This design comes from an exercise in tuning for small area on the open sky130 flow, not from production work.
The RTL was checked by simulation tests, not by an equivalence proof against the original design.
The clock port is modelled as an ideal driver; clocking choices that lean on that would not hold on a real chip.
Power figures rest on the tool's default switching activity, not on a simulated workload.

$ cat flow/config.mk
export PLATFORM = sky130hd
export DESIGN_NAME = decode
export DESIGN_NICKNAME = decode
export VERILOG_FILES = /design/flow/design.v
export SDC_FILE = /design/flow/constraint.sdc
export NUM_CORES = 8
export LEC_CHECK = 0
export CAP_MARGIN = 20
export CORE_MARGIN = 2
export CORE_UTILIZATION = 70
export CTS_CLUSTER_DIAMETER = 80
export CTS_CLUSTER_SIZE = 25
export PLACE_DENSITY = 0.75
export SLEW_MARGIN = 20
export SYNTH_HIERARCHICAL = 1
$ cat flow/constraint.sdc
create_clock -name core_clock -period 10.0 [get_ports {clk}]
set_input_delay 2.0000 -clock core_clock [delete_from_list [all_inputs] [get_ports {clk}]]
set_output_delay 2.0000 -clock core_clock [all_outputs]
set_load 0.01 [all_outputs]
$ cat flow/design.v
module decode (
    input  logic        clk,
    input  logic        rstn,
    input  logic        inst_valid,
    input  logic [31:0] inst,
    input  logic [31:0] inst_pc,
    output logic        inst_ready,
    output logic        exec_enable,
    input  logic        exec_done,
    output logic [5:0]  exec_command,
    output logic [5:0]  alu_command,
    output logic [15:0] offset,
    output logic [31:0] pc,
    output logic [31:0] addr,
    output logic [31:0] rs,
    output logic [31:0] rt,
    output logic [4:0]  sh,
    output logic [4:0]  rd,
    output logic [4:0]  rs_no,
    output logic [4:0]  rt_no,
    output logic        fmode1,
    output logic        fmode2,
    input  logic        wb_en,
    input  logic        wb_fp,
    input  logic [4:0]  wb_rd,
    input  logic [31:0] wb_data
);
    localparam logic [1:0] S_IDLE   = 2'd0;
    localparam logic [1:0] S_DECODE = 2'd1;
    localparam logic [1:0] S_ISSUE  = 2'd2;
    localparam logic [1:0] S_WAIT   = 2'd3;
    localparam int C_R    = 0;    
    localparam int C_F    = 1;    
    localparam int C_ADDI = 2;    
    localparam int C_LOGI = 3;    
    localparam int C_J    = 4;    
    localparam int C_BR   = 5;    
    localparam int C_LD   = 6;    
    localparam int C_SW   = 7;    
    localparam int C_SF   = 8;    
    localparam int C_IO   = 9;    
    function automatic logic [9:0] classify(input logic [5:0] op);
        logic [9:0] c;
        c[C_R]    = (op == 6'b000000);
        c[C_F]    = (op == 6'b010001);
        c[C_ADDI] = (op == 6'b001000);
        c[C_LOGI] = (op == 6'b001100) || (op == 6'b001101) || (op == 6'b001110);
        c[C_J]    = (op == 6'b000010) || (op == 6'b000011);
        c[C_BR]   = (op == 6'b000100) || (op == 6'b000101) || (op == 6'b110010);
        c[C_LD]   = (op == 6'b100011) || (op == 6'b110001);
        c[C_SW]   = (op == 6'b101011);
        c[C_SF]   = (op == 6'b111001);
        c[C_IO]   = (op == 6'b111111);
        classify = c;
    endfunction
    logic [1:0]  state_q;
    logic        clr_q;           
    logic [31:0] inst_q;          
    logic [31:0] ipc_q;           
    logic [31:0] opa_q;           
    wire dec = (state_q == S_DECODE);
    logic [31:0] rf_q [64];
    wire  [5:0]  wb_idx = {wb_fp, wb_rd};
    logic [63:0] rf_we, rf_keep;
    always_comb begin
        for (int i = 0; i < 64; i++) begin
            rf_we[i]   = wb_en && (wb_idx == 6'(i)) && (i != 0);
            rf_keep[i] = !rf_we[i] && !clr_q;
        end
    end
    assign rf_q[0] = '0;
    for (genvar i = 1; i < 64; i++) begin : g_row
        decode_rf_row u_row (
            .clk (clk), .keep(rf_keep[i]), .we(rf_we[i]), .wd(wb_data), .q(rf_q[i])
        );
    end
    always_ff @(posedge clk or negedge rstn) begin
        if (!rstn) clr_q <= 1'b1;
        else       clr_q <= 1'b0;
    end
    wire       in_f  = (inst[31:26] == 6'b010001);
    wire [5:0] idx_a = in_f ? {1'b1, inst[15:11]} : {1'b0, inst[25:21]};
    logic [9:0] qc;
    assign     qc    = classify(inst_q[31:26]);
    wire [5:0] idx_b = {qc[C_F] || qc[C_SF], inst_q[20:16]};
    wire [5:0] ridx  = dec ? idx_b : idx_a;
    wire         rhit = wb_en && (wb_idx == ridx) && (ridx != 6'd0);
    logic [63:0] rsel;
    always_comb begin
        rsel[0] = rhit;
        for (int i = 1; i < 64; i++)
            rsel[i] = (ridx == 6'(i)) && rf_keep[i];
    end
    logic [31:0] rport;
    for (genvar j = 0; j < 32; j++) begin : g_rbit
        logic [63:0] col;
        always_comb begin
            col[0] = wb_data[j];
            for (int i = 1; i < 64; i++) col[i] = rf_q[i][j];
        end
        decode_rf_rbit u_rbit (.sel(rsel), .d(col), .y(rport[j]));
    end
    wire [5:0]  qidx_a = qc[C_F] ? {1'b1, inst_q[15:11]} : {1'b0, inst_q[25:21]};
    wire        ahit   = wb_en && (wb_idx == qidx_a) && (qidx_a != 6'd0);
    wire [31:0] opa    = ahit ? wb_data : opa_q;
    wire [31:0] opb    = rport;
    always_ff @(posedge clk) begin
        inst_q <= inst;
        ipc_q  <= inst_pc;
        opa_q  <= rport;
    end
    wire        q_known = qc[C_R] | qc[C_F] | qc[C_ADDI] | qc[C_LOGI] | qc[C_J] | qc[C_BR] |
                          qc[C_LD] | qc[C_SW] | qc[C_SF] | qc[C_IO];
    wire        q_mem   = qc[C_LD] | qc[C_SW] | qc[C_SF];
    wire        q_usea  = qc[C_R] | qc[C_F] | qc[C_ADDI] | qc[C_LOGI] | qc[C_IO];
    wire        q_useb  = qc[C_R] | qc[C_F] | qc[C_SW] | qc[C_SF];
    wire [31:0] simm    = {{16{inst_q[15]}}, inst_q[15:0]};
    wire [31:0] x_new   = opa + (q_mem ? simm : 32'd0);
    wire        x_load  = q_usea | q_mem;
    logic [31:0] rt_new;
    always_comb begin
        rt_new = '0;
        if (q_useb)  rt_new = opb;
        if (qc[C_ADDI]) rt_new = simm;
        if (qc[C_LOGI]) rt_new = {16'd0, inst_q[15:0]};
    end
    logic [5:0]  op_q;            
    logic [25:0] fld_q;           
    logic [31:0] pc_q;            
    logic [31:0] x_q;             
    logic [31:0] rt_q;            
    always_ff @(posedge clk or negedge rstn) begin
        if (!rstn) begin
            state_q <= S_IDLE;
            op_q    <= '0;
            fld_q   <= '0;
            pc_q    <= '0;
            x_q     <= '0;
            rt_q    <= '0;
        end else begin
            case (state_q)
                S_IDLE:   if (inst_valid) state_q <= S_DECODE;
                S_DECODE: state_q <= S_ISSUE;
                S_ISSUE:  state_q <= S_WAIT;
                default:  if (exec_done) state_q <= S_IDLE;
            endcase
            if (dec) begin
                op_q  <= inst_q[31:26];
                fld_q <= q_known ? inst_q[25:0] : 26'd0;
                pc_q  <= q_known ? ipc_q : 32'd0;
                x_q   <= x_load ? x_new : 32'd0;
                rt_q  <= rt_new;
            end
        end
    end
    logic [9:0] oc;
    assign oc = classify(op_q);
    wire [31:0] obr = {{14{fld_q[15]}}, fld_q[15:0], 2'b00};
    wire [31:0] oj  = {pc_q[31:28], fld_q[25:0], 2'b00};
    assign exec_command = op_q;
    assign offset       = fld_q[15:0];
    assign rt_no        = fld_q[20:16];
    assign rs_no        = oc[C_F] ? fld_q[15:11] : fld_q[25:21];
    assign alu_command  = (oc[C_R] | oc[C_F] | oc[C_IO]) ? fld_q[5:0] : 6'd0;
    assign sh           = (oc[C_R] | oc[C_IO]) ? fld_q[10:6] : 5'd0;
    assign rd           = ((oc[C_R] | oc[C_IO]) ? fld_q[15:11] : 5'd0) |
                          (oc[C_F] ? fld_q[10:6] : 5'd0) |
                          ((oc[C_ADDI] | oc[C_LOGI] | oc[C_LD]) ? fld_q[20:16] : 5'd0);
    assign fmode1       = oc[C_F];
    assign fmode2       = oc[C_F] | oc[C_SF];
    assign pc           = pc_q;
    assign rs           = (oc[C_LD] | oc[C_SW] | oc[C_SF]) ? 32'd0 : x_q;
    assign addr         = ((oc[C_LD] | oc[C_SW] | oc[C_SF]) ? x_q : 32'd0) |
                          (oc[C_J] ? oj : 32'd0) | (oc[C_BR] ? obr : 32'd0);
    assign rt           = rt_q;
    assign inst_ready   = rstn && (state_q == S_IDLE);
    assign exec_enable  = (state_q == S_ISSUE);
endmodule
module decode_rf_row (
    input  logic        clk,
    input  logic        keep,
    input  logic        we,
    input  logic [31:0] wd,
    output logic [31:0] q
);
    always_ff @(posedge clk)
        q <= (q & {32{keep}}) | (wd & {32{we}});
endmodule
module decode_rf_rbit (
    input  logic [63:0] sel,
    input  logic [63:0] d,
    output logic        y
);
    logic [21:0] n;
    for (genvar g = 0; g < 21; g++) begin : g_grp
        decode_aoi222 u_aoi (.a(d[3*g+1 +: 3]), .b(sel[3*g+1 +: 3]), .y(n[g]));
    end
    assign n[21] = ~(d[0] & sel[0]);
    assign y = ~&n;
endmodule
module decode_aoi222 (
    input  logic [2:0] a,
    input  logic [2:0] b,
    output logic       y
);
    assign y = ~|(a & b);
endmodule
$ cat flow/flow/run.sh
#!/bin/bash
# Standard layout, except that the port buffers are the smallest buffer
# (sky130_fd_sc_hd__buf_1) instead of the flow's default choice.
set -euo pipefail
bash standard.sh "BUFFER_PORTS_ARGS=-buffer_cell sky130_fd_sc_hd__buf_1" finish > standard_flow.log 2>&1
$ cat flow/standard.sh
#!/bin/bash
# synth_recipe.tcl (not shown) runs the flow's synth.tcl, then flattens the netlist and writes it again
# the make line also repeats each setting of config.mk as NAME=value (left out here)
make -C /OpenROAD-flow-scripts/flow DESIGN_CONFIG=/design/flow/config.mk WORK_HOME=/design/flow/orfs CLKGATE_MAP_FILE= SYNTH_SCRIPT=/design/flow/synth_recipe.tcl "${@:-finish}"
==> results.json, run 1 <==
{
  "status": "no timing/DRC/antenna violations",
  "synthXorXnorAreaFrac_pct": 0.349,
  "grt_pass1_vias": 63800,
  "layout.nets": 6984,
  "setup_viol": 0,
  "synth.avg_cell_area_um2": 12.3,
  "p_clk_share_pct": 29.8,
  "maxSlewHeadroom_pct": 16.7,
  "power_density_mw_per_mm2": 187,
  "synthCells": 6717,
  "crit_fanout": 32,
  "vias": 69900,
  "postCtsSetupRepairBufs": 0,
  "worst_setup_path_end_kind": "flop",
  "fin_util_pct": 73.6,
  "synth_area_mm2": 0.0828,
  "cp.required_ns": 10.63,
  "routedWlPerCell_um": 37.3,
  "cts_buffers": 101,
  "grt_max_degree": 82,
  "yosys_most_used_dff": "dfxtp_1",
  "crit_family": "simple AND/OR/NAND/NOR gates",
  "slowest_stage": "nor4_1",
  "slowest_delay_ns": 1.08,
  "tns_ns": 0,
  "initial_core_util_pct": 70.3,
  "synth-seq-cells": 2243,
  "first_iter_violations": 16100,
  "htreeDepth": 3,
  "die_y_um": 348,
  "grt_pass1_wl_um": 450000,
  "grt_util_all_layers_pct": 49.8,
  "dp_cells": 8269,
  "clk_pin_slew_ns": 0.10,
  "synth_cell_types": 76,
  "p_total_w": 0.0162,
  "critical_path_buf_inv_count": 2,
  "max_freq_ghz": 0.139,
  "dpl-instance-area_mm2": 0.0837,
  "switching_share_pct": 28.2,
  "fp.dieW_um": 348,
  "cp-start-kind": "primary input",
  "rows": 126,
  "postLayoutCellArea_mm2": 0.0867,
  "worstPathArrival_ns": 7.84,
  "synth_top_family_by_area": "compound AO/OA/AOI/OAI gates",
  "async_reset_ff_share_pct": 5.84,
  "insertion_delay_ns": 0.76,
  "final.period_utilization_pct": 72.1,
  "yosys_warnings": 10,
  "wl_um": 314000,
  "firstDrtPassIters": 20,
  "cts.sinks": 2243,
  "post_drt_via_cell_ratio": 8.30,
  "cp_cell_sequence": "buf_1 -> nor4b_1 -> nand3b_1 -> mux2i_1 -> o21ai_1 -> nand2b_1 -> nor3_2 -> buf_4 -> a222oi_1 -> nand4_1 -> nor4_1 -> nand2_1 -> a21oi_1 -> o2bb2ai_1",
  "final_cells": 8419,
  "drive_gt1_share_pct": 11.2,
  "cts_buffer_depth": 3,
  "seqPwrFrac_pct": 58.6,
  "hold_buffers": 0,
  "synth_edf_count": 0,
  "place_hpwl_um": 189000,
  "rsz0062_at_grt": "no",
  "io_pins": 287,
  "path_class": "in2reg",
  "hold_violations": 0,
  "combPwrFrac_pct": 11.7,
  "vdd_drop_max_v": 0.000172,
  "slew_violations": 0,
  "core_area_mm2": 0.118,
  "area_growth_pct": 4.71,
  "synth_compound_area_share_pct": 32.7,
  "p_int_w": 0.0116,
  "maxCapViolCount": 0,
  "clockRootBuffer": "clkbuf_16",
  "p_switching_w": 0.00456,
  "netlist_top_cells_area": "dfxtp_1, a22o_1, a222oi_1",
  "post_synth_and_or_nand_nor_area_fraction_pct": 4.71,
  "clock_skew_ns": 0.0272,
  "synthMuxAreaShare_pct": 0.706,
  "portBuffers": 286,
  "antenna_left": 0,
  "synth_top_area_share_pct": 51.1,
  "yosys.area.top_type": "dfxtp_1",
  "drc": 0,
  "die-area_mm2": 0.121,
  "place.gp.congestion": 1.05,
  "synth.most_common_cell": "dfxtp_1",
  "fin_crit_ns": 7.21,
  "cts_resized": 0,
  "synth_fa_ha_area_share_pct": 0.553,
  "hold_path_class": "reg2reg",
  "netlist_top_cells_count": "dfxtp_1, a22o_1, a222oi_1",
  "tritoncts": "done",
  "tightest_slew_ns": 1.24,
  "antenna_found_initial": 30,
  "yosysSeqAreaShare_pct": 55.0,
  "power.leakage_nw": 32.7,
  "grt-ovfl-total": 0
}
-- power groups by stage --
stage / sequential, W / clock (W) / combinational, W
after floorplan: 0.00958 / 0 / 0.00102
after global placement: 0.00965 / 0 / 0.00176
after detailed placement: 0.00966 / 0 / 0.00178
after CTS: 0.00945 / 0.00476 / 0.00179
after global routing: 0.00949 / 0.00509 / 0.00193
final: 0.00947 / 0.00482 / 0.00189
-- worst register-to-register path: stages (launching register included) --
cell	delay (ns)
dfrtp_1	0.41
inv_1	0.13
ha_4	0.16
buf_4	0.57
nand2_1	0.42
o21ai_1	0.37
nand2b_1	0.92
nor3_2	0.05
buf_4	0.36
a222oi_1	0.52
nand4_1	0.61
nor4_1	1.08
nand2_1	0.41
a21oi_1	0.28
o2bb2ai_1	0.12
-- cell families (layout without fill, tap and decap cells) --
family                     count (synthesis)  after routing
AOI/OAI and AO/OA                       3029           3029
xor gates and xnor gates                  33             33
adders and majority gates                 36             36
buffers and inverters                    530            682
DFF                                     2243           2243
muxes                                     52             52
other                                      1             15
and+or+nand+nor                          793            793
-- metal layers --
metal | up-vias | global-route usage (%) | share of wire, %
met3 | 1209 | 19.1 | 16
met4 | 28 | 31.7 | 7.7
li1 | 28100 | - | -
met1 | 34200 | 64.9 | 36
met5 | - | 1.28 | 0.11
met2 | 6377 | 69.1 | 41
-- stage by stage --
| stage | setup WS, ns | hold slack, ns |
|---|---|---|
| 6_report | 2.79 | 0.435 |
| 5_1_grt | 2.80 | 0.454 |
| 4_1_cts | 2.99 | 0.435 |
| 3_5_place_dp | 2.20 | 0.422 |
| 3_3_place_gp | 2.18 | 0.415 |
| 2_1_floorplan | 3.99 | 0.410 |
-- path summary, 6_finish.rpt --
kind                       startpoint  cells after the start         to  slack (ns)
min in group asynchronous        rstn                      1   pc_q[27]        1.42
hold / removal              ipc_q[17]                      2   pc_q[17]        0.44
setup reg to reg           state_q[1]                     14   rt_q[31]        3.47
max in group asynchronous        rstn                      2  fld_q[22]        7.01
hold reg to reg             ipc_q[17]                      2   pc_q[17]        0.44
setup / recovery             inst[29]                     14   rt_q[31]        2.79
-- layout make-up --
| cell class | instances | area (um^2) |
|---|---|---|
| clock inverter | 11 | 128 |
| antenna | 14 | 35.0 |
| fill | 8279 | 31100 |
| multi-input combinational | 3944 | 33300 |
| tap | 1536 | 1920 |
| inverter | 34 | 129 |
| sequential | 2243 | 45600 |
| timing repair buffer | 517 | 2910 |
| clock buffer | 120 | 2710 |
-- modules after synthesis, one instance, submodules excluded --
| module | flip-flops and latches | cells | cell area [um^2] | copies in the design |
|---|---|---|---|---|
| decode_rf_rbit | 0 | 9 | 51.3 | 32 |
| decode_rf_row | 32 | 70 | 991 | 63 |
| decode | 227 | 1347 | 12000 | 1 |
| decode_aoi222 | 0 | 1 | 10.0 | 672 |
-- sequential cells by signal, summed over array words and instances, names as in the netlist --
register and count:
rt_q 32, g_row.u_row.q 2016, fld_q 26, pc_q 32, clr_q 1, inst_q 32
x_q 32, ipc_q 32, op_q 6, opa_q 32, state_q 2
-- cell usage in the layout (no fill, tap or decap), drive strengths merged, types with 24 or more instances in the layout --
| cell | count |
|---|---|
| a222oi | 677 |
| buf | 504 |
| inv | 38 |
| nand3 | 58 |
| nand2 | 182 |
| a211oi | 33 |
| nor3 | 75 |
| o2bb2ai | 88 |
| ha | 35 |
| mux2 | 41 |
| nor4 | 36 |
| a22o | 2034 |
| dfrtp | 130 |
| nand4 | 136 |
| nor2b | 47 |
| o21ai | 40 |
| dfxtp | 2112 |
| a21oi | 53 |
| and2 | 24 |
| nor2 | 204 |
| clkbuf | 133 |
==> inputs of run 2 (changes only) <==
--- a/flow/design.v
+++ b/flow/design.v
@@ -59,7 +59,7 @@
     logic [31:0] ipc_q;           
     logic [31:0] opa_q;           
     wire dec = (state_q == S_DECODE);
-    logic [31:0] rf_q [64];
+    logic [31:0] rf_d [64];        
     wire  [5:0]  wb_idx = {wb_fp, wb_rd};
     logic [63:0] rf_we, rf_keep;
     always_comb begin
@@ -68,10 +68,10 @@
             rf_keep[i] = !rf_we[i] && !clr_q;
         end
     end
-    assign rf_q[0] = '0;
+    assign rf_d[0] = '0;
     for (genvar i = 1; i < 64; i++) begin : g_row
         decode_rf_row u_row (
-            .clk (clk), .keep(rf_keep[i]), .we(rf_we[i]), .wd(wb_data), .q(rf_q[i])
+            .clk (clk), .keep(rf_keep[i]), .we(rf_we[i]), .wd(wb_data), .d(rf_d[i])
         );
     end
     always_ff @(posedge clk or negedge rstn) begin
@@ -84,20 +84,14 @@
     assign     qc    = classify(inst_q[31:26]);
     wire [5:0] idx_b = {qc[C_F] || qc[C_SF], inst_q[20:16]};
     wire [5:0] ridx  = dec ? idx_b : idx_a;
-    wire         rhit = wb_en && (wb_idx == ridx) && (ridx != 6'd0);
     logic [63:0] rsel;
-    always_comb begin
-        rsel[0] = rhit;
-        for (int i = 1; i < 64; i++)
-            rsel[i] = (ridx == 6'(i)) && rf_keep[i];
-    end
+    always_comb
+        for (int i = 0; i < 64; i++) rsel[i] = (ridx == 6'(i)) && (i != 0);
     logic [31:0] rport;
     for (genvar j = 0; j < 32; j++) begin : g_rbit
         logic [63:0] col;
-        always_comb begin
-            col[0] = wb_data[j];
-            for (int i = 1; i < 64; i++) col[i] = rf_q[i][j];
-        end
+        always_comb
+            for (int i = 0; i < 64; i++) col[i] = rf_d[i][j];
         decode_rf_rbit u_rbit (.sel(rsel), .d(col), .y(rport[j]));
     end
     wire [5:0]  qidx_a = qc[C_F] ? {1'b1, inst_q[15:11]} : {1'b0, inst_q[25:21]};
@@ -115,7 +109,20 @@
     wire        q_usea  = qc[C_R] | qc[C_F] | qc[C_ADDI] | qc[C_LOGI] | qc[C_IO];
     wire        q_useb  = qc[C_R] | qc[C_F] | qc[C_SW] | qc[C_SF];
     wire [31:0] simm    = {{16{inst_q[15]}}, inst_q[15:0]};
-    wire [31:0] x_new   = opa + (q_mem ? simm : 32'd0);
+    logic [16:0] x_c;
+    logic [31:0] x_new;
+    assign {x_c[16], x_new[15:0]} = {1'b0, opa[15:0]} + {1'b0, inst_q[15:0] & {16{q_mem}}};
+    wire x_sg  = inst_q[15] & q_mem;
+    wire x_inc = x_c[16] & ~x_sg;
+    wire x_dec = x_sg & ~x_c[16];
+    logic [16:0] x_all1, x_all0;
+    assign x_all1[0] = 1'b1;
+    assign x_all0[0] = 1'b1;
+    for (genvar k = 0; k < 16; k++) begin : g_xhi
+        assign x_all1[k+1]  = x_all1[k] & opa[16+k];
+        assign x_all0[k+1]  = x_all0[k] & ~opa[16+k];
+        assign x_new[16+k]  = opa[16+k] ^ ((x_inc & x_all1[k]) | (x_dec & x_all0[k]));
+    end
     wire        x_load  = q_usea | q_mem;
     logic [31:0] rt_new;
     always_comb begin
@@ -124,18 +131,25 @@
         if (qc[C_ADDI]) rt_new = simm;
         if (qc[C_LOGI]) rt_new = {16'd0, inst_q[15:0]};
     end
+    logic        dv_q;            
     logic [5:0]  op_q;            
-    logic [25:0] fld_q;           
+    logic [20:0] fld_q;           
+    logic [4:0]  fhi_q;           
     logic [31:0] pc_q;            
     logic [31:0] x_q;             
     logic [31:0] rt_q;            
+    wire hold = !dec;
+    always_ff @(posedge clk) begin
+        fhi_q <= (fhi_q & {5{hold}}) | (inst_q[25:21] & {5{dec && q_known}});
+        x_q   <= (x_q & {32{hold}}) | (x_new & {32{dec && x_load}});
+    end
     always_ff @(posedge clk or negedge rstn) begin
         if (!rstn) begin
             state_q <= S_IDLE;
+            dv_q    <= 1'b0;
             op_q    <= '0;
             fld_q   <= '0;
             pc_q    <= '0;
-            x_q     <= '0;
             rt_q    <= '0;
         end else begin
             case (state_q)
@@ -145,22 +159,24 @@
                 default:  if (exec_done) state_q <= S_IDLE;
             endcase
             if (dec) begin
+                dv_q  <= 1'b1;
                 op_q  <= inst_q[31:26];
-                fld_q <= q_known ? inst_q[25:0] : 26'd0;
+                fld_q <= q_known ? inst_q[20:0] : 21'd0;
                 pc_q  <= q_known ? ipc_q : 32'd0;
-                x_q   <= x_load ? x_new : 32'd0;
                 rt_q  <= rt_new;
             end
         end
     end
     logic [9:0] oc;
     assign oc = classify(op_q);
+    wire o_mem = dv_q & (oc[C_LD] | oc[C_SW] | oc[C_SF]);
+    wire o_rs  = dv_q & ~(oc[C_LD] | oc[C_SW] | oc[C_SF]);
     wire [31:0] obr = {{14{fld_q[15]}}, fld_q[15:0], 2'b00};
-    wire [31:0] oj  = {pc_q[31:28], fld_q[25:0], 2'b00};
+    wire [31:0] oj  = {pc_q[31:28], fhi_q, fld_q[20:0], 2'b00};
     assign exec_command = op_q;
     assign offset       = fld_q[15:0];
     assign rt_no        = fld_q[20:16];
-    assign rs_no        = oc[C_F] ? fld_q[15:11] : fld_q[25:21];
+    assign rs_no        = (oc[C_F] ? fld_q[15:11] : 5'd0) | ((dv_q & ~oc[C_F]) ? fhi_q : 5'd0);
     assign alu_command  = (oc[C_R] | oc[C_F] | oc[C_IO]) ? fld_q[5:0] : 6'd0;
     assign sh           = (oc[C_R] | oc[C_IO]) ? fld_q[10:6] : 5'd0;
     assign rd           = ((oc[C_R] | oc[C_IO]) ? fld_q[15:11] : 5'd0) |
@@ -169,8 +185,8 @@
     assign fmode1       = oc[C_F];
     assign fmode2       = oc[C_F] | oc[C_SF];
     assign pc           = pc_q;
-    assign rs           = (oc[C_LD] | oc[C_SW] | oc[C_SF]) ? 32'd0 : x_q;
-    assign addr         = ((oc[C_LD] | oc[C_SW] | oc[C_SF]) ? x_q : 32'd0) |
+    assign rs           = o_rs ? x_q : 32'd0;
+    assign addr         = (o_mem ? x_q : 32'd0) |
                           (oc[C_J] ? oj : 32'd0) | (oc[C_BR] ? obr : 32'd0);
     assign rt           = rt_q;
     assign inst_ready   = rstn && (state_q == S_IDLE);
@@ -181,21 +197,22 @@
     input  logic        keep,
     input  logic        we,
     input  logic [31:0] wd,
-    output logic [31:0] q
-);
+    output logic [31:0] d
+);
+    logic [31:0] q;
+    assign d = (q & {32{keep}}) | (wd & {32{we}});
     always_ff @(posedge clk)
-        q <= (q & {32{keep}}) | (wd & {32{we}});
+        q <= d;
 endmodule
 module decode_rf_rbit (
     input  logic [63:0] sel,
     input  logic [63:0] d,
     output logic        y
 );
-    logic [21:0] n;
+    logic [20:0] n;
     for (genvar g = 0; g < 21; g++) begin : g_grp
         decode_aoi222 u_aoi (.a(d[3*g+1 +: 3]), .b(sel[3*g+1 +: 3]), .y(n[g]));
     end
-    assign n[21] = ~(d[0] & sel[0]);
     assign y = ~&n;
 endmodule
 module decode_aoi222 (
--- a/flow/config.mk
+++ b/flow/config.mk
@@ -5,11 +5,11 @@
 export SDC_FILE = /design/flow/constraint.sdc
 export NUM_CORES = 8
 export LEC_CHECK = 0
-export CAP_MARGIN = 20
+export CAP_MARGIN = 35
 export CORE_MARGIN = 2
 export CORE_UTILIZATION = 70
 export CTS_CLUSTER_DIAMETER = 80
 export CTS_CLUSTER_SIZE = 25
 export PLACE_DENSITY = 0.75
-export SLEW_MARGIN = 20
+export SLEW_MARGIN = 35
 export SYNTH_HIERARCHICAL = 1
==> run 2 against run 1 <==
Against the previous run:
- highest routed layer unchanged
- combinational power increased by 7%
- non-clock buffer count increased by 34
- synthesized cell count decreased by 0.46%
- sequential share of layout area about the same
- via count decreased by 1.4%
- register-to-register slack got worse by 0.28 ns
- wire length decreased by 2.8%
- area after synthesis decreased by 0.97%
- clock-buffer cell count decreased by 2
- core utilization increased by 0.77 points
- maximum frequency decreased by 2.4%
- still clean on timing, DRC and antenna
- critical endpoint is now rt_q[12]
- final cell count about the same
==> results.json, run 2 <==
{
  "insertion_delay_ns": 0.77,
  "firstDrtPassIters": 14,
  "synth_top_area_share_pct": 52.5,
  "vdd_drop_max_v": 0.000294,
  "postCtsSetupRepairBufs": 0,
  "io_pins": 287,
  "post_drt_via_cell_ratio": 8.18,
  "synth-seq-cells": 2244,
  "layout.nets": 7000,
  "yosys.area.top_type": "dfxtp_1",
  "cts_buffers": 101,
  "largest_reg_flops": 2016,
  "final.period_utilization_pct": 73.9,
  "tightest_slew_ns": 1.24,
  "vias": 68900,
  "core_area_mm2": 0.116,
  "combPwrFrac_pct": 12.4,
  "critical_path_buf_inv_count": 3,
  "worst_setup_path_end_kind": "flop",
  "portBuffers": 286,
  "path_class": "in2reg",
  "top_register": "g_row.u_row.q",
  "crit_family": "simple AND/OR/NAND/NOR gates",
  "status": "no timing/DRC/antenna violations",
  "power_density_mw_per_mm2": 189,
  "hold_buffers": 0,
  "synth_top_family_by_area": "compound AO/OA/AOI/OAI gates",
  "p_switching_w": 0.00469,
  "grt-ovfl-total": 0,
  "synthMuxAreaShare_pct": 0.682,
  "place.gp.congestion": 1.06,
  "synth.most_common_cell": "dfxtp_1",
  "synth_edf_count": 0,
  "slew_violations": 0,
  "crit_fanout": 32,
  "worstPathArrival_ns": 8.01,
  "synth.avg_cell_area_um2": 12.3,
  "die-area_mm2": 0.120,
  "final_common_cell": "dfxtp_1",
  "clock_skew_ns": 0.0319,
  "maxSlewHeadroom_pct": 16.8,
  "place_hpwl_um": 190000,
  "min_path_cells": 2,
  "seqPwrFrac_pct": 57.9,
  "grt_pass1_vias": 63900,
  "grt_max_degree": 80,
  "area_growth_pct": 5.43,
  "yosysSeqAreaShare_pct": 55.4,
  "fin_crit_ns": 7.39,
  "path_depth": 15,
  "htreeDepth": 3,
  "postLayoutCellArea_mm2": 0.0865,
  "synth_cell_types": 71,
  "synth_fa_ha_area_share_pct": 0.345,
  "netlist_top_cells_count": "dfxtp_1, a22o_1, a222oi_1",
  "slowest_delay_ns": 0.97,
  "cp-start-kind": "primary input",
  "dpl-instance-area_mm2": 0.0833,
  "mostFrequentLayoutCells": "dfxtp_1, a22o_1, a222oi_1",
  "grt_util_all_layers_pct": 48.7,
  "rsz0062_at_grt": "no",
  "clk_pin_slew_ns": 0.11,
  "hold_path_class": "reg2reg",
  "synthCells": 6686,
  "synth_area_mm2": 0.0820,
  "clockRootBuffer": "clkbuf_16",
  "fp.dieW_um": 346,
  "p_total_w": 0.0164,
  "synth_compound_area_share_pct": 32.3,
  "drive_gt1_share_pct": 11.5,
  "slowest_stage": "nor4_1",
  "dp_cells": 8284,
  "final_cells": 8426,
  "routedWlPerCell_um": 36.3,
  "rr_worst_depth": 15,
  "grt_pass1_wl_um": 440000,
  "yosys_warnings": 10,
  "tritoncts": "done",
  "cp.required_ns": 10.63,
  "cp_cell_sequence": "buf_1 -> nor4b_1 -> nand3b_1 -> mux2i_1 -> o21ai_0 -> buf_4 -> or2_2 -> nor2_2 -> buf_4 -> a222oi_1 -> nand4_1 -> nor4_1 -> nand2_1 -> a221oi_1 -> nor2_1",
  "wl_um": 306000,
  "tns_ns": 0,
  "netlist_top_cells_area": "dfxtp_1, a22o_1, a222oi_1",
  "initial_core_util_pct": 70.6,
  "async_reset_ff_share_pct": 4.23,
  "p_clk_share_pct": 29.6,
  "maxCapViolCount": 0,
  "drc": 0,
  "cts_buffer_depth": 3,
  "cts.sinks": 2244,
  "antenna_found_initial": 10,
  "worst_hold_slack_ns": 0.424,
  "post_synth_and_or_nand_nor_area_fraction_pct": 5.09,
  "nFillCells": 8167,
  "switching_share_pct": 28.7,
  "cts_resized": 0,
  "p_int_w": 0.0117,
  "rows": 125,
  "yosys_most_used_dff": "dfxtp_1",
  "die_y_um": 346,
  "synthXorXnorAreaFrac_pct": 0.395,
  "setup_viol": 0,
  "antenna_left": 0,
  "path_common_cell": "buf_4",
  "first_iter_violations": 16400,
  "power.leakage_nw": 32.7,
  "max_freq_ghz": 0.135,
  "hold_violations": 0
}
[run 2: changes by cell type after synthesis, moves of 35 or more]
cell     before   now
dfrtp_1     130    94
dfxtp_1    2112  2149
nor2_1      204   293
nor2b_1      47    12
nor3_1       75    22
[run 2: worst paths after layout]
path | slack (ns) | endpoint | start
max | 2.61 | rt_q[12] | inst[29]
min in group asynchronous | 1.34 | pc_q[30] | rstn
max in group asynchronous | 7.45 | rt_q[18] | rstn
min | 0.42 | pc_q[30] | ipc_q[30]
max reg2reg | 3.19 | rt_q[12] | state_q[1]
min reg2reg | 0.42 | pc_q[30] | ipc_q[30]
[run 2: worst reg2reg max path, cell delays in order, from the launching register on]
cell and delay [ns]:
dfrtp_1 0.40, inv_1 0.11, ha_4 0.75, buf_4 0.68, nand2_1 0.33, o21ai_0 0.18
buf_4 0.18, or2_2 0.56, nor2_2 0.09, buf_4 0.29, a222oi_1 0.92, nand4_1 0.59
nor4_1 0.97, nand2_1 0.24, a221oi_1 0.32, nor2_1 0.07
[run 2: per-stage QoR]
stage	util (%)	setup slack [ns]
2_1_floorplan	-	2.59
3_3_place_gp	71.4	2.01
3_5_place_dp	71.7	2.08
4_1_cts	74.2	2.85
5_1_grt	74.4	2.24
6_report	74.4	2.61
[run 2: Yosys stat by module (local to each module, per instance)]
module	cell area, um^2	copies in the design	flip-flops and latches
decode_rf_rbit	47.5	32	0
decode_rf_row	991	63	32
decode_aoi222	10.0	672	0
decode	11300	1	228
[run 2: logic make-up (layout without fill, tap and decap cells)]
group / after synthesis / in the layout
AOI/OAI and AO/OA: 2946 / 2946
and+or+nand+nor: 880 / 880
other: 1 / 6
buffers and inverters: 503 / 714
muxes: 53 / 53
DFF: 2244 / 2244
xor gates and xnor gates: 37 / 37
adders and majority gates: 22 / 22
[run 2: layout make-up]
cell class / count / area [um^2] / area share (%)
flip-flops and latches: 2244 / 45400 / 52.5
multi-input cells: 3939 / 32700 / 37.8
repair buffers: 551 / 3470 / 4.01
clock buffers: 118 / 2660 / 3.08
well taps: 1524 / 1910 / 2.21
clock inverters: 11 / 186 / 0.216
inverters: 34 / 129 / 0.149
diodes: 5 / 12.5 / 0.0145
[run 2: per-layer routing]
layer | vias to the layer above | wire, um | GRT usage (%)
met5 | - | 154 | 0.440
met4 | 14 | 22800 | 29.8
met3 | 990 | 48700 | 17.7
met2 | 5932 | 124000 | 67.7
met1 | 34000 | 110000 | 64.3
li1 | 28000 | - | -
[run 2: power groups by stage]
stage | logic (W) | registers [W] | clock network (W)
6_report | 0.00203 | 0.00948 | 0.00484
5_1_grt | 0.00207 | 0.00948 | 0.00511
4_1_cts | 0.00192 | 0.00945 | 0.00480
3_5_place_dp | 0.00192 | 0.00965 | 0
3_3_place_gp | 0.00188 | 0.00964 | 0
2_1_floorplan | 0.000955 | 0.00960 | 0
==> inputs of run 3 (changes only) <==
--- a/flow/design.v
+++ b/flow/design.v
@@ -111,7 +111,12 @@
     wire [31:0] simm    = {{16{inst_q[15]}}, inst_q[15:0]};
     logic [16:0] x_c;
     logic [31:0] x_new;
-    assign {x_c[16], x_new[15:0]} = {1'b0, opa[15:0]} + {1'b0, inst_q[15:0] & {16{q_mem}}};
+    assign x_c[0] = 1'b0;
+    for (genvar k = 0; k < 16; k++) begin : g_xfa
+        decode_fa u_fa (
+            .a(opa[k]), .b(inst_q[k] & q_mem), .ci(x_c[k]), .s(x_new[k]), .co(x_c[k+1])
+        );
+    end
     wire x_sg  = inst_q[15] & q_mem;
     wire x_inc = x_c[16] & ~x_sg;
     wire x_dec = x_sg & ~x_c[16];
@@ -222,3 +227,12 @@
 );
     assign y = ~|(a & b);
 endmodule
+module decode_fa (
+    input  logic a,
+    input  logic b,
+    input  logic ci,
+    output logic s,
+    output logic co
+);
+    assign {co, s} = a + b + ci;
+endmodule
==> flow/flow/run.sh (replaced) <==
#!/bin/bash
# Standard layout with two changes: the port buffers are the smallest
# buffer (sky130_fd_sc_hd__buf_1), and after global routing non-critical
# cells are downsized (ORFS RECOVER_POWER, repair_timing -recover_power).
set -euo pipefail
bash standard.sh "BUFFER_PORTS_ARGS=-buffer_cell sky130_fd_sc_hd__buf_1" RECOVER_POWER=100 finish > standard_flow.log 2>&1
--- a/flow/config.mk
+++ b/flow/config.mk
@@ -5,11 +5,11 @@
 export SDC_FILE = /design/flow/constraint.sdc
 export NUM_CORES = 8
 export LEC_CHECK = 0
-export CAP_MARGIN = 35
+export CAP_MARGIN = 20
 export CORE_MARGIN = 2
 export CORE_UTILIZATION = 70
 export CTS_CLUSTER_DIAMETER = 80
 export CTS_CLUSTER_SIZE = 25
 export PLACE_DENSITY = 0.75
-export SLEW_MARGIN = 35
+export SLEW_MARGIN = 20
 export SYNTH_HIERARCHICAL = 1
==> run 3 against run 2 <==
Against the previous run:
- now fails the layout checks on capacitance limit, slew limit, setup timing
- worst setup slack worse by 3.3 ns
- wire length up 2.6%
- final cell count about the same
- synthesized cell count down 0.76%
==> results.json, run 3 <==
{
  "status": "complete, but fails checks",
  "so_faults": "capacitance limit, slew limit, setup timing",
  "antenna_found_initial": 25,
  "max_freq_ghz": 0.0934,
  "slowest_delay_ns": 0.49,
  "layout.nets": 7005,
  "rsz0062_at_grt": "yes",
  "yosysSeqAreaShare_pct": 55.5,
  "clock_skew_ns": 0.0272,
  "rr_worst_depth": 32,
  "worstPathArrival_ns": 11.37,
  "die_y_um": 346,
  "clk_pin_slew_ns": 0.10,
  "crit_fanout": 3,
  "path_class": "in2reg",
  "synth_edf_count": 0,
  "insertion_delay_ns": 0.76,
  "slew_violations": 2871,
  "io_pins": 287,
  "rows": 125,
  "die-area_mm2": 0.120,
  "path_common_cell": "fa_2",
  "final.period_utilization_pct": 107,
  "fp.dieW_um": 346,
  "synth-seq-cells": 2244,
  "cts_buffers": 101,
  "slowest_stage": "or4b_4",
  "vias": 69400,
  "netlist_top_cells_area": "dfxtp_1, a22o_1, a222oi_1",
  "grt-ovfl-total": 0,
  "antenna_left": 0,
  "yosys_most_used_dff": "dfxtp_1",
  "synthCells": 6635,
  "busiest_layer": "met2",
  "mostFrequentLayoutCells": "dfxtp_1, a22o_1, a222oi_1",
  "netlist_top_cells_count": "dfxtp_1, a22o_1, a222oi_1",
  "cp-start-kind": "primary input",
  "yosys.area.top_type": "dfxtp_1",
  "maxSlewHeadroom_pct": -133,
  "cp.required_ns": 10.66,
  "power_density_mw_per_mm2": 190,
  "fin_ws_ns": -0.705,
  "drive_gt1_share_pct": 10.5,
  "postLayoutCellArea_mm2": 0.0861,
  "dpl-instance-area_mm2": 0.0837,
  "firstDrtPassIters": 16,
  "largest_reg_flops": 2016,
  "hold_violations": 0,
  "min_path_cells": 2,
  "gr-usage-met1_pct": 63.6,
  "tritoncts": "done",
  "setup_viol": 14,
  "grtUsageMet3_pct": 20.6,
  "wl_um": 314000,
  "cts_buffer_depth": 3,
  "area_growth_pct": 5.25,
  "tightest_slew_ns": 3.50,
  "place_hpwl_um": 193000,
  "maxCapViolCount": 92,
  "clockRootBuffer": "clkbuf_16",
  "vdd_drop_max_v": 0.000215,
  "yosys_warnings": 10,
  "synth_top_area_share_pct": 52.6,
  "grt_max_degree": 104,
  "nFillCells": 8242,
  "synth.most_common_cell": "dfxtp_1",
  "fin_crit_ns": 10.71,
  "place.gp.congestion": 1.01,
  "synth_cell_types": 62,
  "drc": 0,
  "final_common_cell": "dfxtp_1",
  "grt_pass1_wl_um": 451000,
  "cts.sinks": 2244,
  "use_met2_pct": 69.5,
  "first_iter_violations": 15300,
  "power.leakage_nw": 32.4,
  "routedWlPerCell_um": 37.2,
  "post_drt_via_cell_ratio": 8.23,
  "initial_core_util_pct": 70.5,
  "tns_ns": -7.09,
  "grt_pass1_vias": 64900,
  "portBuffers": 286,
  "async_reset_ff_share_pct": 4.23,
  "p_total_w": 0.0163,
  "worst_hold_slack_ns": 0.418,
  "htreeDepth": 3,
  "hold_path_class": "reg2reg",
  "top_register": "g_row.u_row.q",
  "synth.avg_cell_area_um2": 12.3,
  "grt_util_all_layers_pct": 50.0,
  "worst_setup_path_end_kind": "flop",
  "synth_area_mm2": 0.0818,
  "core_area_mm2": 0.116
}
run 3: cell type report:
cell class,count,area (um^2),area share (%)
antenna,10,25.0,0.0291
sequential,2244,45400,52.7
tap,1524,1910,2.21
timing repair buffer,608,3270,3.80
clock buffer,116,2670,3.10
multi-input combinational,3898,32600,37.8
clock inverter,10,156,0.182
inverter,23,93.8,0.109
run 3: cells by family (layout without fill, tap and decap cells):
kind of cell,Yosys count,in the layout,share of synthesized area [%]
AOI/OAI and AO/OA,2942,2942,32.4
xor gates and xnor gates,31,31,0.332
adders and majority gates,22,22,0.483
buffers and inverters,494,757,5.74
DFF,2244,2244,55.5
muxes,45,45,0.590
other,1,12,0.00458
and+or+nand+nor,856,856,4.95
run 3: worst max-delay path, delay by kind of cell:
kind | cells | cell delay [ns]
compound gates | 4 | 1.24
fa+ha+maj | 17 | 5.86
mux | 2 | 0.45
xor+xnor | 1 | 0.17
simple gates | 5 | 1.43
buf+inv | 3 | 0.19
run 3: modules after synthesis (local to each module, per instance):
module,area [um^2],cells inside,times used
decode,10800,1249,1
decode_aoi222,10.0,1,672
decode_rf_rbit,47.5,9,32
decode_fa,20.0,1,16
decode_rf_row,991,70,63
run 3: per-stage QoR:
| stage | setup slack, ns | util [%] | cells |
|---|---|---|---|
| global route | -0.973 | 74.2 | 8427 |
| CTS | -0.659 | 74.6 | 8420 |
| floorplan | -1.41 | - | 6636 |
| finish | -0.705 | 74.2 | 8433 |
| detailed placement | -1.60 | 72.1 | 8287 |
| global placement | -1.51 | 72.1 | 8287 |
run 3: routing by layer:
metal | share of wire (%) | wire length (um)
met1 | 35 | 110000
met2 | 40 | 126000
met3 | 16 | 51800
met4 | 8.1 | 25500
met5 | 0.090 | 282
run 3: power breakdown:
group | switching, W | internal (W) | total, W
clock | 0.00284 | 0.00196 | 0.00481
combinational | 0.00161 | 0.000483 | 0.00209
sequential | 0.000257 | 0.00918 | 0.00944
run 3: worst paths after layout:
path	to	from	slack, ns
worst max-delay path	x_q[31]	wb_rd[0]	-0.71
worst min register to register	pc_q[28]	ipc_q[28]	0.42
worst min-delay path	pc_q[28]	ipc_q[28]	0.42
max in group asynchronous	rt_q[20]	rstn	4.09
min in group asynchronous	pc_q[17]	rstn	1.77
worst max register to register	x_q[31]	inst_q[28]	-0.10
run 3: what timing repair did:
action | 4_1_cts | 5_1_grt
pin swaps | 10 | 9
setup endpoints to repair | 13 | 14
gates resized for setup | 21 | 22
hold buffers | 0 | 0
setup buffers | 7 | 3
==> inputs of run 4 (changes only) <==
--- a/flow/design.v
+++ b/flow/design.v
@@ -111,12 +111,7 @@
     wire [31:0] simm    = {{16{inst_q[15]}}, inst_q[15:0]};
     logic [16:0] x_c;
     logic [31:0] x_new;
-    assign x_c[0] = 1'b0;
-    for (genvar k = 0; k < 16; k++) begin : g_xfa
-        decode_fa u_fa (
-            .a(opa[k]), .b(inst_q[k] & q_mem), .ci(x_c[k]), .s(x_new[k]), .co(x_c[k+1])
-        );
-    end
+    assign {x_c[16], x_new[15:0]} = {1'b0, opa[15:0]} + {1'b0, inst_q[15:0] & {16{q_mem}}};
     wire x_sg  = inst_q[15] & q_mem;
     wire x_inc = x_c[16] & ~x_sg;
     wire x_dec = x_sg & ~x_c[16];
@@ -227,12 +222,3 @@
 );
     assign y = ~|(a & b);
 endmodule
-module decode_fa (
-    input  logic a,
-    input  logic b,
-    input  logic ci,
-    output logic s,
-    output logic co
-);
-    assign {co, s} = a + b + ci;
-endmodule
==> flow/flow/run.sh (replaced) <==
#!/bin/bash
# Standard layout with two changes: the port buffers are the smallest
# buffer (sky130_fd_sc_hd__buf_1), and after clock tree synthesis an area
# recovery pass (flow/downsize.tcl) moves non-clock combinational cells to
# smaller drive strengths where no slew/cap/fanout or timing limit is hit.
set -euo pipefail
here=$(pwd)
bash standard.sh "BUFFER_PORTS_ARGS=-buffer_cell sky130_fd_sc_hd__buf_1" \
  "POST_CTS_TCL=$here/flow/downsize.tcl" finish > standard_flow.log 2>&1
==> flow/flow/downsize.tcl (new file) <==
# Area recovery: try each combinational cell (not on the clock network) in
# the next smaller drive strength of the same cell family, and keep the
# smaller one only if no max-slew (with 20% margin), max-capacitance or
# max-fanout violation appears and the worst setup slack stays above 1 ns.
proc ds_smaller {name} {
  if {![regexp {^(sky130_fd_sc_hd__[a-z0-9]+)_([0-9]+)$} $name -> base n]} { return {} }
  set out {}
  foreach m [get_lib_cells ${base}_*] {
    set mn [get_name $m]
    if {[regexp {_([0-9]+)$} $mn -> k] && $k < $n && ![catch {get_property $m dont_use} du] && !$du} { lappend out [list $k $mn] }
  }
  return [lmap x [lsort -integer -index 0 -decreasing $out] {lindex $x 1}]
}
proc ds_area {} {
  set a 0.0
  foreach inst [[ord::get_db_block] getInsts] {
    set m [$inst getMaster]
    if {[$m getType] eq "CORE"} { set a [expr {$a + [$m getWidth] * [$m getHeight]}] }
  }
  return [expr {$a / 1e6}]
}
set ds_before [ds_area]
set_max_transition [expr {0.8 * 1.5}] [current_design]
set ds_slew0 [sta::max_slew_violation_count]
set ds_cap0 [sta::max_capacitance_violation_count]
set ds_fan0 [sta::max_fanout_violation_count]
puts "downsize: start area $ds_before, violations slew $ds_slew0 cap $ds_cap0 fanout $ds_fan0, wns [sta::worst_slack_cmd max]"
set ds_n 0
foreach inst [[ord::get_db_block] getInsts] {
  set m [$inst getMaster]
  if {[$m getType] ne "CORE" || [$inst isDoNotTouch]} continue
  set mname [$m getName]
  if {[regexp {df|dl|clk|tap|fill|conb|diode} $mname]} continue
  set skip 0
  foreach it [$inst getITerms] {
    set n [$it getNet]
    if {$n ne "NULL" && [$n getSigType] eq "CLOCK"} { set skip 1 }
  }
  if {$skip} continue
  set iname [$inst getName]
  set sinst [get_cells $iname]
  foreach c [ds_smaller $mname] {
    replace_cell $sinst $c
    if {[sta::max_slew_violation_count] > $ds_slew0 || [sta::max_capacitance_violation_count] > $ds_cap0 \
        || [sta::max_fanout_violation_count] > $ds_fan0 || [sta::worst_slack_cmd max] < 1.0e-9} {
      replace_cell $sinst $mname
      break
    }
    set mname $c
    incr ds_n
  }
}
set_max_transition 1.5 [current_design]
puts "downsize: $ds_n swaps, area [ds_area] (was $ds_before), wns [sta::worst_slack_cmd max]"
--- a/flow/config.mk
+++ b/flow/config.mk
@@ -5,11 +5,11 @@
 export SDC_FILE = /design/flow/constraint.sdc
 export NUM_CORES = 8
 export LEC_CHECK = 0
-export CAP_MARGIN = 20
+export CAP_MARGIN = 35
 export CORE_MARGIN = 2
 export CORE_UTILIZATION = 70
 export CTS_CLUSTER_DIAMETER = 80
 export CTS_CLUSTER_SIZE = 25
 export PLACE_DENSITY = 0.75
-export SLEW_MARGIN = 20
+export SLEW_MARGIN = 35
 export SYNTH_HIERARCHICAL = 1
==> run 4 against run 3 <==
Against the previous run:
- combinational power is 5% lower
- worst setup slack better by 2.6 ns
- design area is 0.47% lower
- register-to-register slack better by 2.9 ns
- clock power hardly changed
- highest routed layer unchanged
- hold slack better by 0.0033 ns
- now clean on timing, DRC and antenna
- first-iteration DRC count is 6.8% higher
- sequential cell count stayed put
- sequential power is 0.4% higher
- global-route usage is 1.4 points lower
- power is 0.20% lower
- critical path depth is 17 lower
==> results.json, run 4 <==
{
  "clk_pin_slew_ns": 0.11,
  "fp.dieW_um": 346,
  "antenna_left": 0,
  "tns_ns": 0,
  "wl_um": 307000,
  "critical_path_buf_inv_count": 4,
  "tightest_slew_ns": 1.16,
  "core_area_mm2": 0.116,
  "rsz0062_at_grt": "no",
  "grt_pass1_vias": 63900,
  "die_y_um": 346,
  "grt-ovfl-total": 0,
  "multi_input_area_mm2": 0.0321,
  "yosys_warnings": 10,
  "synthCells": 6686,
  "hold_violations": 0,
  "crit_family": "simple AND/OR/NAND/NOR gates",
  "maxCapViolCount": 0,
  "status": "no timing/DRC/antenna violations",
  "crit_fanout": 33,
  "top_register": "g_row.u_row.q",
  "yosys.area.top_type": "dfxtp_1",
  "vdd_drop_max_v": 0.000250,
  "vias": 69400,
  "final_common_cell": "dfxtp_1",
  "grt_pass1_wl_um": 440000,
  "layout.nets": 7024,
  "area_growth_pct": 4.49,
  "synth-seq-cells": 2244,
  "slew_violations": 0,
  "seq_area_mm2": 0.0454,
  "async_reset_ff_share_pct": 4.23,
  "io_pins": 287,
  "path_class": "in2reg",
  "synth_top_area_share_pct": 52.5,
  "initial_core_util_pct": 70.6,
  "synth.avg_cell_area_um2": 12.3,
  "mostFrequentLayoutCells": "dfxtp_1, a22o_1, a222oi_1",
  "place.gp.congestion": 1.06,
  "final.period_utilization_pct": 81.0,
  "netlist_top_cells_count": "dfxtp_1, a22o_1, a222oi_1",
  "p_total_w": 0.0163,
  "cp_cell_sequence": "buf_1 -> inv_1 -> nor2_1 -> nand2_1 -> nor2_1 -> buf_2 -> nor2_1 -> clkbuf_2 -> a22o_1 -> a222oi_1 -> nand4_1 -> nor4_1 -> nand2_1 -> a221oi_1 -> nor2_1",
  "place_hpwl_um": 190000,
  "cp-start-kind": "primary input",
  "grt_max_degree": 80,
  "die-area_mm2": 0.120,
  "postLayoutCellArea_mm2": 0.0857,
  "drive_gt1_share_pct": 6.89,
  "max_freq_ghz": 0.123,
  "synth_cell_types": 71,
  "synth_area_mm2": 0.0820,
  "setup_viol": 0,
  "dpl-instance-area_mm2": 0.0833,
  "tritoncts": "done",
  "portBuffers": 286,
  "first_iter_violations": 16300,
  "cp.required_ns": 10.63,
  "largest_reg_flops": 2016,
  "slowest_delay_ns": 1.04,
  "worst_setup_path_end_kind": "flop",
  "cts.sinks": 2244,
  "firstDrtPassIters": 17,
  "netlist_top_cells_area": "dfxtp_1, a22o_1, a222oi_1",
  "power_density_mw_per_mm2": 190,
  "routedWlPerCell_um": 36.3,
  "drc": 0,
  "nFillCells": 8413,
  "path_common_cell": "nor2_1",
  "yosysSeqAreaShare_pct": 55.4,
  "yosys_most_used_dff": "dfxtp_1",
  "maxSlewHeadroom_pct": 22.2,
  "fin_util_pct": 73.7,
  "hold_path_class": "reg2reg",
  "r2r_slack_ns": 2.77,
  "synth_edf_count": 0,
  "final_cells": 8457,
  "antenna_found_initial": 13,
  "post_drt_via_cell_ratio": 8.20,
  "power.leakage_nw": 32.6,
  "slowest_stage": "nor4_1",
  "dp_cells": 8284,
  "rows": 125,
  "fin_crit_ns": 8.10,
  "synth.most_common_cell": "dfxtp_1",
  "worstPathArrival_ns": 8.73,
  "clock_skew_ns": 0.0393,
  "grt_util_all_layers_pct": 48.7,
  "insertion_delay_ns": 0.78
}
==> run 4: changes by cell type in the layout (fill, tap and decap cells not counted), moves of 73 or more <==
cell and change:
nor2_1 +74, a22o_2 -126, a22o_1 +134, clkbuf_1 -110
buf_2 +149, buf_4 -186, nor2_2 -73
==> run 4: cell families (layout without fill, tap and decap cells) <==
| family | after synthesis | in the layout | share of synthesized area [%] |
|---|---|---|---|
| DFF | 2244 | 2244 | 55.4 |
| AOI/OAI and AO/OA | 2946 | 2946 | 32.3 |
| buffers and inverters | 503 | 738 | 5.81 |
| xor gates and xnor gates | 37 | 37 | 0.395 |
| other | 1 | 13 | 0.00457 |
| muxes | 53 | 53 | 0.682 |
| and+or+nand+nor | 880 | 880 | 5.09 |
| adders and majority gates | 22 | 22 | 0.345 |
==> run 4: per-layer routing <==
| metal | up-vias | global-route usage [%] | share of wire (%) | wire length (um) |
|---|---|---|---|---|
| met1 | 34300 | 63.9 | 36 | 111000 |
| met3 | 1002 | 18.3 | 16 | 48600 |
| met5 | - | 0.360 | 0.048 | 148 |
| met2 | 6012 | 67.5 | 41 | 125000 |
| li1 | 28000 | - | - | - |
| met4 | 16 | 30.2 | 7.2 | 22100 |
==> run 4: where the power goes <==
group          switching (W)  total (W)  internal (W)
logic                0.00152    0.00199      0.000464
registers           0.000290    0.00948       0.00919
clock network        0.00286    0.00484       0.00198
total                0.00467     0.0163        0.0116
==> run 4: worst register-to-register path, stage by stage, from the launching register on <==
cell and delay [ns]:
dfxtp_1 0.49, nor3_1 0.69, nand2_1 0.23, nor4_1 0.39, o221a_1 0.80, mux2_1 0.41, ha_1 0.20, inv_1 0.08
fa_1 0.20, nor2b_1 0.07, o21a_1 0.17, o21ai_0 0.34, a21oi_1 0.16, nor3_1 0.28, o31a_1 0.21, o21ai_0 0.14
inv_1 0.09, ha_1 0.21, or4b_1 0.52, nor4_1 0.50, nand3b_1 0.17, nor3_1 0.16, mux2i_1 0.12, mux2i_1 0.21
xnor2_1 0.09, a22o_1 0.20
==> run 4: Yosys stat by module (local to each module, per instance) <==
module	flops+latches	cells	copies in the design	area (um^2)
decode	228	1316	1	11300
decode_rf_rbit	0	9	32	47.5
decode_rf_row	32	70	63	991
decode_aoi222	0	1	672	10.0
==> run 4: layout make-up <==
| class | count | area share, % |
|---|---|---|
| clock buffers | 118 | 3.11 |
| well taps | 1524 | 2.23 |
| clock inverters | 11 | 0.218 |
| inverters | 34 | 0.150 |
| flip-flops and latches | 2244 | 53.0 |
| multi-input cells | 3939 | 37.5 |
| repair buffers | 575 | 3.79 |
| diodes | 12 | 0.0350 |
==> run 4: worst paths after layout <==
kind                            cells after the start       start       end
worst max-delay path                               15    wb_rd[3]  rt_q[12]
worst min-delay path                                2   ipc_q[30]  pc_q[30]
worst max register to register                     25  inst_q[29]   x_q[31]
worst min register to register                      2   ipc_q[30]  pc_q[30]
max in group asynchronous                           2        rstn  rt_q[18]
min in group asynchronous                           1        rstn  pc_q[21]
==> run 4: through the flow <==
stage	hold slack, ns	worst slack, ns
floorplan	0.419	2.59
global placement	0.421	2.01
detailed placement	0.427	2.08
global route	0.460	1.92
finish	0.422	1.90
==> inputs of run 5 (changes only) <==
==> flow/flow/run.sh (replaced) <==
#!/bin/bash
# Standard layout with these changes: the port buffers are the smallest
# buffer (sky130_fd_sc_hd__buf_1); after clock tree synthesis an area
# recovery pass (flow/downsize.tcl) moves non-clock combinational cells to
# smaller drive strengths where no slew/cap/fanout or timing limit is hit;
# the repair in global routing uses wider margins (flow/grt_margins.tcl).
set -euo pipefail
here=$(pwd)
bash standard.sh "BUFFER_PORTS_ARGS=-buffer_cell sky130_fd_sc_hd__buf_1" \
  "POST_CTS_TCL=$here/flow/downsize.tcl" \
  "PRE_GLOBAL_ROUTE_TCL=$here/flow/grt_margins.tcl" finish > standard_flow.log 2>&1
==> flow/flow/grt_margins.tcl (new file) <==
# Repair design in global routing with wider slew/capacitance margins than
# the earlier stages, to leave room for the difference between global-route
# estimates and the extracted parasitics of the final layout.
set ::env(CAP_MARGIN) 35
set ::env(SLEW_MARGIN) 35
--- a/flow/config.mk
+++ b/flow/config.mk
@@ -5,11 +5,11 @@
 export SDC_FILE = /design/flow/constraint.sdc
 export NUM_CORES = 8
 export LEC_CHECK = 0
-export CAP_MARGIN = 35
+export CAP_MARGIN = 20
 export CORE_MARGIN = 2
 export CORE_UTILIZATION = 70
 export CTS_CLUSTER_DIAMETER = 80
 export CTS_CLUSTER_SIZE = 25
 export PLACE_DENSITY = 0.75
-export SLEW_MARGIN = 35
+export SLEW_MARGIN = 20
 export SYNTH_HIERARCHICAL = 1
==> run 5 against run 4 <==
Against the previous run:
- clock-buffer cell count down 4
- via count down 0.37%
- power down 0.89%
- still clean
- largest cell class unchanged
- sequential share of layout area up 0.067 points
- critical path depth up 11
- final cell count down 0.18%
- register-to-register slack worse by 0.14 ns
- clock power down 3%
- sequential power about the same
- area after synthesis unchanged
- critical endpoint is now x_q[31]
==> results.json, run 5 <==
{
  "grt_pass1_vias": 63600,
  "portBuffers": 286,
  "io_pins": 287,
  "place.gp.congestion": 1.06,
  "drt-met1-wl_um": 109000,
  "post_synth_and_or_nand_nor_area_fraction_pct": 5.09,
  "tns_ns": 0,
  "synth_fa_ha_area_share_pct": 0.345,
  "die-area_mm2": 0.120,
  "setup_viol": 0,
  "fin_ws_ns": 2.28,
  "die_y_um": 346,
  "path_common_cell": "inv_1",
  "max_freq_ghz": 0.130,
  "wl_met2_um": 125000,
  "drc": 0,
  "path_class": "in2reg",
  "synth_cell_types": 71,
  "tritoncts": "done",
  "synthXorXnorAreaFrac_pct": 0.395,
  "largest_reg_flops": 2016,
  "maxCapViolCount": 0,
  "fp.dieW_um": 346,
  "final_cells": 8442,
  "synth_area_mm2": 0.0820,
  "rsz0062_at_grt": "no",
  "post_drt_via_cell_ratio": 8.19,
  "place_hpwl_um": 188000,
  "worst_setup_path_end_kind": "flop",
  "netlist_top_cells_area": "dfxtp_1, a22o_1, a222oi_1",
  "slowest_delay_ns": 0.74,
  "routedWlPerCell_um": 36.3,
  "wl_um": 306000,
  "grt_util_all_layers_pct": 48.4,
  "synth.most_common_cell": "dfxtp_1",
  "seq_area_mm2": 0.0454,
  "power_density_mw_per_mm2": 189,
  "top_register": "g_row.u_row.q",
  "dp_cells": 8274,
  "nFillCells": 8344,
  "fin_util_pct": 73.6,
  "crit_fanout": 13,
  "grt_pass1_wl_um": 439000,
  "antenna_found_initial": 13,
  "antenna_left": 0,
  "multi_input_area_mm2": 0.0321,
  "cp.required_ns": 10.64,
  "netlist_top_cells_count": "dfxtp_1, a22o_1, a222oi_1",
  "clock_skew_ns": 0.0246,
  "mostFrequentLayoutCells": "dfxtp_1, a22o_1, a222oi_1",
  "insertion_delay_ns": 0.76,
  "synth_top_area_share_pct": 52.5,
  "yosys_most_used_dff": "dfxtp_1",
  "final.period_utilization_pct": 77.2,
  "synth-seq-cells": 2244,
  "yosys.area.top_type": "dfxtp_1",
  "final_common_cell": "dfxtp_1",
  "area_growth_pct": 4.36,
  "hold_violations": 0,
  "drive_gt1_share_pct": 6.78,
  "async_reset_ff_share_pct": 4.23,
  "yosys_warnings": 10,
  "slowest_stage": "o221a_1",
  "maxSlewHeadroom_pct": 19.7,
  "core_area_mm2": 0.116,
  "vdd_drop_max_v": 0.000187,
  "cts.sinks": 2244,
  "initial_core_util_pct": 70.6,
  "cp-start-kind": "primary input",
  "tightest_slew_ns": 1.19,
  "synth_edf_count": 0,
  "yosysSeqAreaShare_pct": 55.4,
  "first_iter_violations": 16300,
  "grt-ovfl-total": 0,
  "met3WireLength_um": 49300,
  "worstPathArrival_ns": 8.36,
  "rows": 125,
  "vias": 69100,
  "layout.nets": 7014,
  "slew_violations": 0,
  "top_layer_used": "met5",
  "hold_path_class": "reg2reg",
  "synth.avg_cell_area_um2": 12.3,
  "clk_pin_slew_ns": 0.10,
  "fin_crit_ns": 7.72,
  "power.leakage_nw": 32.5,
  "synthCells": 6686,
  "synth_top_family_by_area": "compound AO/OA/AOI/OAI gates",
  "grt_max_degree": 80,
  "post-place-ws_ns": 2.07,
  "firstDrtPassIters": 15,
  "status": "no timing/DRC/antenna violations",
  "synthMuxAreaShare_pct": 0.682,
  "synth_compound_area_share_pct": 32.3
}
==> run 5: final timing paths <==
check,slack (ns),end,from,cells past startpoint
min,0.42,pc_q[30],ipc_q[30],2
max reg2reg,2.63,x_q[31],inst_q[27],25
max,2.28,x_q[31],wb_rd[3],26
min reg2reg,0.42,pc_q[30],ipc_q[30],2
min in group asynchronous,1.35,pc_q[18],rstn,1
max in group asynchronous,7.45,rt_q[25],rstn,2
==> run 5: cell type report <==
class                   count  share of cell area [%]
diodes                     12                  0.0351
clock buffers             114                    3.06
clock inverters             9                   0.104
inverters                  34                   0.151
multi-input cells        3939                    37.5
flip-flops and latches   2244                    53.1
well taps                1524                    2.23
repair buffers            566                    3.83
==> run 5: per-stage QoR <==
step	cell area, um^2	power [W]	hold WS [ns]
finish	85600	0.0162	0.425
global route	85500	0.0165	0.462
detailed placement	83000	0.0115	0.431
global placement	83000	0.0115	0.421
floorplan	82000	0.0106	0.419
==> run 5: Yosys stat by module (local to each module, per instance) <==
module / times used / flops+latches / cells
decode_rf_rbit: 32 / 0 / 9
decode: 1 / 228 / 1316
decode_aoi222: 672 / 0 / 1
decode_rf_row: 63 / 32 / 70
==> run 5: per-layer routing <==
metal	global-route usage, %	vias up
met5	0	-
met4	29.8	14
met3	18.2	1056
met2	67.6	5944
met1	63.4	34100
li1	-	28000
==> run 5: logic make-up after synthesis <==
logic type | after synthesis
AO/OA/AOI/OAI | 2946
flip-flops | 2244
AND/OR/NAND/NOR | 880
buffers and inverters | 503
multiplexers | 53
XOR/XNOR | 37
adder cells (fa/ha/maj) | 22
other | 1
==> run 5: worst max-delay path: cells and delay by family <==
kind	cells	cell delay (ns)
buffers and inverters	4	0.57
adders and majority gates	3	0.62
AOI/OAI and AO/OA	8	2.40
and+or+nand+nor	7	1.95
xor gates and xnor gates	1	0.09
muxes	3	0.73
==> run 5: where the power goes <==
part | switching, W | internal (W) | total, W
Sequential | 0.000290 | 0.00919 | 0.00948
Clock | 0.00282 | 0.00187 | 0.00470
Combinational | 0.00152 | 0.000466 | 0.00199
==> inputs of run 6 (changes only) <==
==> flow/flow/grt_margins.tcl (replaced) <==
# Repair design in global routing with wider slew/capacitance margins than
# the earlier stages, to leave room for the difference between global-route
# estimates and the extracted parasitics of the final layout.
set ::env(CAP_MARGIN) 28
set ::env(SLEW_MARGIN) 28
==> run 6 against run 5 <==
Against the previous run:
- critical path depth is 12 lower
- hold slack worse by 0.0048 ns
- area after synthesis stayed put
- global-route usage stayed put
- clock-buffer cell count stayed put
- final cell count hardly changed
==> results.json, run 6 <==
{
  "status": "no timing/DRC/antenna violations",
  "seqPwrFrac_pct": 58.7,
  "final_cells": 8434,
  "netlist_top_cells_count": "dfxtp_1, a22o_1, a222oi_1",
  "die-area_mm2": 0.120,
  "async_reset_ff_share_pct": 4.23,
  "rows": 125,
  "antenna_left": 0,
  "fin_ws_ns": 1.94,
  "core_area_mm2": 0.116,
  "firstDrtPassIters": 14,
  "post_synth_and_or_nand_nor_area_fraction_pct": 5.09,
  "cts.sinks": 2244,
  "path_class": "in2reg",
  "power.leakage_nw": 32.4,
  "grt-ovfl-total": 0,
  "yosys.area.top_type": "dfxtp_1",
  "netlist_top_cells_area": "dfxtp_1, a22o_1, a222oi_1",
  "first_iter_violations": 16000,
  "clk_pin_slew_ns": 0.11,
  "area_growth_pct": 3.99,
  "clock_skew_ns": 0.0217,
  "grt_max_degree": 80,
  "synth_cell_types": 71,
  "switching_share_pct": 28.7,
  "tightest_slew_ns": 1.22,
  "synthXorXnorAreaFrac_pct": 0.395,
  "synth-seq-cells": 2244,
  "hp-start": "ipc_q[30]",
  "worstPathArrival_ns": 8.69,
  "synth_edf_count": 0,
  "max_freq_ghz": 0.124,
  "critical_path_buf_inv_count": 3,
  "portBuffers": 286,
  "multi_input_area_mm2": 0.0321,
  "wl_um": 306000,
  "setup_viol": 0,
  "maxCapViolCount": 0,
  "crit_family": "simple AND/OR/NAND/NOR gates",
  "fin_util_pct": 73.4,
  "r2r-start": "state_q[1]",
  "combPwrFrac_pct": 12.2,
  "hold_path_class": "reg2reg",
  "top_register": "g_row.u_row.q",
  "vias": 68900,
  "seq_area_mm2": 0.0454,
  "nFillCells": 8404,
  "cp.required_ns": 10.63,
  "place_hpwl_um": 188000,
  "slowest_stage": "nor4_1",
  "io_pins": 287,
  "tns_ns": 0,
  "path_common_cell": "nor2_1",
  "yosys_most_used_dff": "dfxtp_1",
  "power_density_mw_per_mm2": 189,
  "layout.nets": 7009,
  "p_clk_share_pct": 29.1,
  "synthMuxAreaShare_pct": 0.682,
  "initial_core_util_pct": 70.6,
  "place.gp.congestion": 1.06,
  "grt_util_all_layers_pct": 48.4,
  "hold_violations": 0,
  "p_int_w": 0.0115,
  "fp.dieW_um": 346,
  "yosys_warnings": 10,
  "synth_top_area_share_pct": 52.5,
  "routedWlPerCell_um": 36.3,
  "insertion_delay_ns": 0.75,
  "antenna_found_initial": 13,
  "grt_pass1_vias": 63600
}
## run 6: cell count changes in the layout (fill, tap and decap cells not counted), sizes merged
cell    before  now
buf        501  500
clkbuf     179  175
diode       12    9
## run 6: how the worst max path moves through the flow
stage,start,end,slack (ns),depth (start not counted)
after detailed placement,wb_rd[1],x_q[29],2.07,24
after global placement,wb_rd[1],x_q[31],2.01,25
final,wb_rd[0],rt_q[12],1.94,14
after global routing,wb_rd[3],x_q[31],1.87,26
after floorplan,wb_rd[4],x_q[25],2.59,29
## run 6: stage by stage
| step | hold WS (ns) | instance area (um^2) |
|---|---|---|
| 2_1_floorplan | 0.419 | 82000 |
| 3_3_place_gp | 0.421 | 83000 |
| 3_5_place_dp | 0.431 | 83000 |
| 5_1_grt | 0.462 | 85200 |
| 6_report | 0.420 | 85300 |
## run 6: logic make-up (layout without fill, tap and decap cells)
| kind of cell | Yosys count | count (layout) |
|---|---|---|
| AO/OA/AOI/OAI | 2946 | 2946 |
| XOR/XNOR | 37 | 37 |
| adder cells (fa/ha/maj) | 22 | 22 |
| buffers and inverters | 503 | 718 |
| flip-flops | 2244 | 2244 |
| multiplexers | 53 | 53 |
| other | 1 | 10 |
| AND/OR/NAND/NOR | 880 | 880 |
## run 6: layer usage
| metal | up-vias | track usage (%) | routed length (um) |
|---|---|---|---|
| met5 | - | 0 | 97 |
| met4 | 14 | 29.8 | 22700 |
| met3 | 1091 | 18.2 | 49200 |
| met2 | 5969 | 67.6 | 124000 |
| met1 | 33900 | 63.4 | 109000 |
| li1 | 28000 | - | - |
## run 6: area by class of cell
class                   count  area share (%)
inverters                  34           0.151
diodes                      9          0.0264
multi-input cells        3939            37.6
repair buffers            561            3.56
clock buffers             114            3.07
clock inverters             9           0.104
flip-flops and latches   2244            53.2
well taps                1524            2.24
## run 6: power groups by stage
stage	logic [W]	clock network (W)	registers, W
2_1_floorplan	0.000955	0	0.00960
3_3_place_gp	0.00188	0	0.00964
3_5_place_dp	0.00190	0	0.00965
5_1_grt	0.00200	0.00496	0.00948
6_report	0.00197	0.00470	0.00948
## run 6: Yosys stat by module, one instance, submodules excluded
module | flip-flops and latches | times used | cells
decode_rf_row | 32 | 63 | 70
decode | 228 | 1 | 1316
decode_rf_rbit | 0 | 32 | 9
decode_aoi222 | 0 | 672 | 1
## run 6: worst reg2reg max path, delay by kind of cell (launching register included)
kind / cells / cell delay (ns)
buffers and inverters: 4 / 1.69
AND/OR/NAND/NOR: 8 / 3.25
AO/OA/AOI/OAI: 3 / 1.55
adder cells (fa/ha/maj): 1 / 0.35
flip-flops: 1 / 0.40

Setup slack of run 6, layout unchanged: 1.940 ns with ideal ports, 1.997 ns with driving cells assumed (clock clkbuf_16, inputs buf_2), 1.174 ns with port delays also shifted by the 0.823 ns mid clock arrival.
